This design comes from an exercise in tuning for small area on the open sky130 flow, not from production work.
Only simulation tests tie the RTL to the original design; equivalence was not proved.
The flow treats the clock pin as an ideal source. Dropping or thinning the clock tree relies on that and would not hold on a real chip.
No activity file was given, so power comes from the tool's default toggle rates.

==> flow/design.v (excerpt) <==
module rgbw_led_ctrl (
    input  logic clk,
    input  logic reset,
    input  logic sclk,
    input  logic mosi,
    input  logic cs_n,
    output logic led_red,
    output logic led_green,
    output logic led_blue,
    output logic led_white
);
clock: 10.0 ns
lec_check: 0
abc_area: 1
cap_margin: 20
core_margin: 2
core_utilization: 70
slew_margin: 20
standard.sh (not shown) runs the stock make flow with config.mk's settings and CLKGATE_MAP_FILE= SYNTH_SCRIPT=/design/flow/synth_recipe.tcl, a recipe that flattens the netlist after the stock synthesis.
==> flow/flow/run.sh <==
#!/bin/bash
# The standard layout (standard.sh, ORFS), with these changes:
#  - synthesis: ABC maps the logic with flow/abc_area.script (ABC_AREA is 1
#    in config.mk), an area-oriented script that repeats dch and map -a; and
#    no full/half-adder extraction (ADDER_MAP_FILE empty), so ABC also maps
#    the adders. Registers are mapped exactly as in the standard synthesis.
#  - clock tree: flow/manual_cts.tcl, sourced by ORFS's cts step before
#    clock_tree_synthesis (PRE_CTS_TCL), splits the flip-flops into four
#    groups by placement and gives each group one clkbuf_16 at its centre,
#    driven by the clock port; TritonCTS itself is then skipped. The rest of
#    the cts step (legalisation, timing repair) runs as usual.
#  - the port buffers are the smallest buffer, sky130_fd_sc_hd__buf_1.
# ORFS's scripts are copied unchanged except for the ABC script.
set -euo pipefail
here=$(pwd)
rm -rf "$here/orfs_scripts"
cp -r "$FLOW_HOME/scripts" "$here/orfs_scripts"
cp "$here/flow/abc_area.script" "$here/orfs_scripts/abc_area.script"
export SCRIPTS_DIR="$here/orfs_scripts"
export ADDER_MAP_FILE=""
export PRE_CTS_TCL="$here/flow/manual_cts.tcl"
export MCTS_NBUF=4
export MCTS_CELL=sky130_fd_sc_hd__clkbuf_16
export MCTS_CLK=clk
export BUFFER_PORTS_ARGS="-buffer_cell sky130_fd_sc_hd__buf_1"
bash standard.sh finish > standard.log 2>&1
==> flow/flow/abc_area.script <==
strash
dch
map -a
strash
dch
map -a
strash
dch
map -a
strash
dch
map -a
strash
dch
map -a
strash
dch
map -a
strash
dch
map -a
topo
stime -c
dnsize -c
Other scripts of this flow, unchanged in this note and not shown: flow/flow/manual_cts.tcl
The starting point finished with timing, DRC and antenna clean.
Edit:
--- a/flow/flow/run.sh
+++ b/flow/flow/run.sh
@@ -2,5 +2,6 @@
 # The standard layout (standard.sh, ORFS), with these changes:
 #  - synthesis: ABC maps the logic with flow/abc_area.script (ABC_AREA is 1
-#    in config.mk), an area-oriented script that repeats dch and map -a; and
+#    in config.mk), an area-oriented script that repeats &dch and &nf -a
+#    and finishes with dch and map -a; and
 #    no full/half-adder extraction (ADDER_MAP_FILE empty), so ABC also maps
 #    the adders. Registers are mapped exactly as in the standard synthesis.
==> flow/flow/abc_area.script (replaced) <==
strash
&get -n
&dch
&nf -a
&put
strash
&get -n
&dch
&nf -a
&put
strash
&get -n
&dch
&nf -a
&put
strash
&get -n
&dch
&nf -a
&put
strash
&get -n
&dch
&nf -a
&put
strash
&get -n
&dch
&nf -a
&put
strash
dch
map -a
topo
stime -c
dnsize -c
Setup slack is better by 0.13 ns.
Routed wire length grows slightly.
Via count shrinks slightly.
First-iteration DRC count grows by a quarter to a third.
Sequential share of layout area grows by 0.31 points.
Total power hardly moves.
Flip-flop and latch count stays the same.
Critical path depth is unchanged.
In every run of this note, the design's own scripts or RTL, not TritonCTS, make the clock network.

---

north:
Another version of the RTL of rgbw_led_ctrl (not shown whole).
Size: ~390 cells after synthesis, roughly 9 I/O pins, about 5100 um^2 of cells after synthesis.
export LEC_CHECK = 0
export CAP_MARGIN = 20
export CORE_MARGIN = 2
export CORE_UTILIZATION = 40
export CTS_BUF_LIST = sky130_fd_sc_hd__clkbuf_4
export SLEW_MARGIN = 20
create_clock -name core_clock -period 10.0 [get_ports {clk}]
==> flow/flow/run.sh <==
#!/bin/bash
# The standard layout with three changes:
#  - clock tree synthesis adds no dummy load cells to balance leaf buffers;
#  - the port buffers are the smallest buffer, sky130_fd_sc_hd__buf_1;
#  - global route's repair step downsizes gates with slack to spare.
set -euo pipefail
export CTS_ARGS="-sink_clustering_enable -repair_clock_nets -dont_use_dummy_load -buf_list sky130_fd_sc_hd__clkbuf_4"
export BUFFER_PORTS_ARGS="-buffer_cell sky130_fd_sc_hd__buf_1"
export RECOVER_POWER=100
bash standard.sh finish > standard.log 2>&1
The flow completed for north, but it is not clean: the layout still shows capacitance limit, slew limit.
Changes in south relative to north:
==> flow/run.sh (new file) <==
#!/bin/bash
# synth_recipe.tcl (not shown) runs the flow's synth.tcl, then flattens the netlist and writes it again
# the make line also repeats each setting of config.mk as NAME=value (left out here)
make -C /OpenROAD-flow-scripts/flow DESIGN_CONFIG=/design/flow/config.mk WORK_HOME=/design/flow/orfs CLKGATE_MAP_FILE= SYNTH_SCRIPT=/design/flow/synth_recipe.tcl finish
removed: flow/flow/run.sh
removed: flow/standard.sh
Results
Both conditions hold for south: the flow ran to the end and the final layout passed the timing, DRC and antenna checks. Compared with north, routability congestion estimate in south increased slightly. Count of clock-buffer cells in the layout came out higher on south than on north. south and north ended up with nearly the same clock slew seen by the registers of the worst setup and hold paths. Compared with north, south shows a lower maximum clock frequency. The higher area overhead of the layout relative to synthesis came out of south.
Inputs modified between south and east:
==> flow/flow/run.sh (new file) <==
#!/bin/bash
# The standard layout, with clock tree synthesis told not to add dummy
# load cells to balance the leaf buffers (the only change).
set -euo pipefail
export CTS_ARGS="-sink_clustering_enable -repair_clock_nets -dont_use_dummy_load -buf_list sky130_fd_sc_hd__clkbuf_4"
bash standard.sh finish > standard.log 2>&1
==> flow/standard.sh (new file) <==
#!/bin/bash
# synth_recipe.tcl (not shown) runs the flow's synth.tcl, then flattens the netlist and writes it again
# the make line also repeats each setting of config.mk as NAME=value (left out here)
make -C /OpenROAD-flow-scripts/flow DESIGN_CONFIG=/design/flow/config.mk WORK_HOME=/design/flow/orfs CLKGATE_MAP_FILE= SYNTH_SCRIPT=/design/flow/synth_recipe.tcl "${@:-finish}"
removed: flow/run.sh
Results
- Compared with south, east shows a lower number of cells on the critical path.
- | fill cell instance count of the final layout | lower: south |
- [diff] global-route wire length before repair, east relative to south: improvement
- Comparing east and south, the higher switching portion of total power was measured on south.
- Biggest fanout along the worst timing path | east above south
- Fraction of met1 tracks used by global routing in east vs south: down 0.24 points
- east against south: reported leakage power lower, post-route standard cell area excluding fillers lower.

[afterwards: timing with drivers on the ports]
Ports are ideal in the flow. The routed layouts listed here were re-timed in OpenROAD.
Step 1, drivers: a clkbuf_16 drives clk and a buf_2 each remaining input, both assumed.
Step 2 adds t to the input delays and takes it off the output delays; t is the mean of the earliest and latest rising clock arrival at the registers after step 1. Input paths then give back, and output paths get back, about the clock's delay inside the block.
Slacks: ideal ports / drivers / drivers and shift; pairs: ideal ports / drivers.
run	shift t [ns]	slack for setup (ns)	clock arrival spread, ns	slew at the worst register clock pin (ns)	worst data-port slew with drivers (ns)
the first run of note 1	0.239	5.365 / 5.421 / 5.181	0.011 / 0.011	0.11 / 0.11	0.03
the second run of note 1	0.247	5.500 / 5.562 / 5.314	0.008 / 0.009	0.11 / 0.11	0.03
north	0.540	4.742 / 4.742 / 4.742	0.036 / 0.036	0.11 / 0.11	0.03
south	0.537	4.721 / 4.721 / 4.721	0.014 / 0.014	0.10 / 0.10	0.03
east	0.535	4.726 / 4.726 / 4.726	0.029 / 0.028	0.10 / 0.10	0.03
The setup slack of the second run of note 1, which loses most, moves by +0.062 ns with the drivers and by -0.186 ns with both steps.
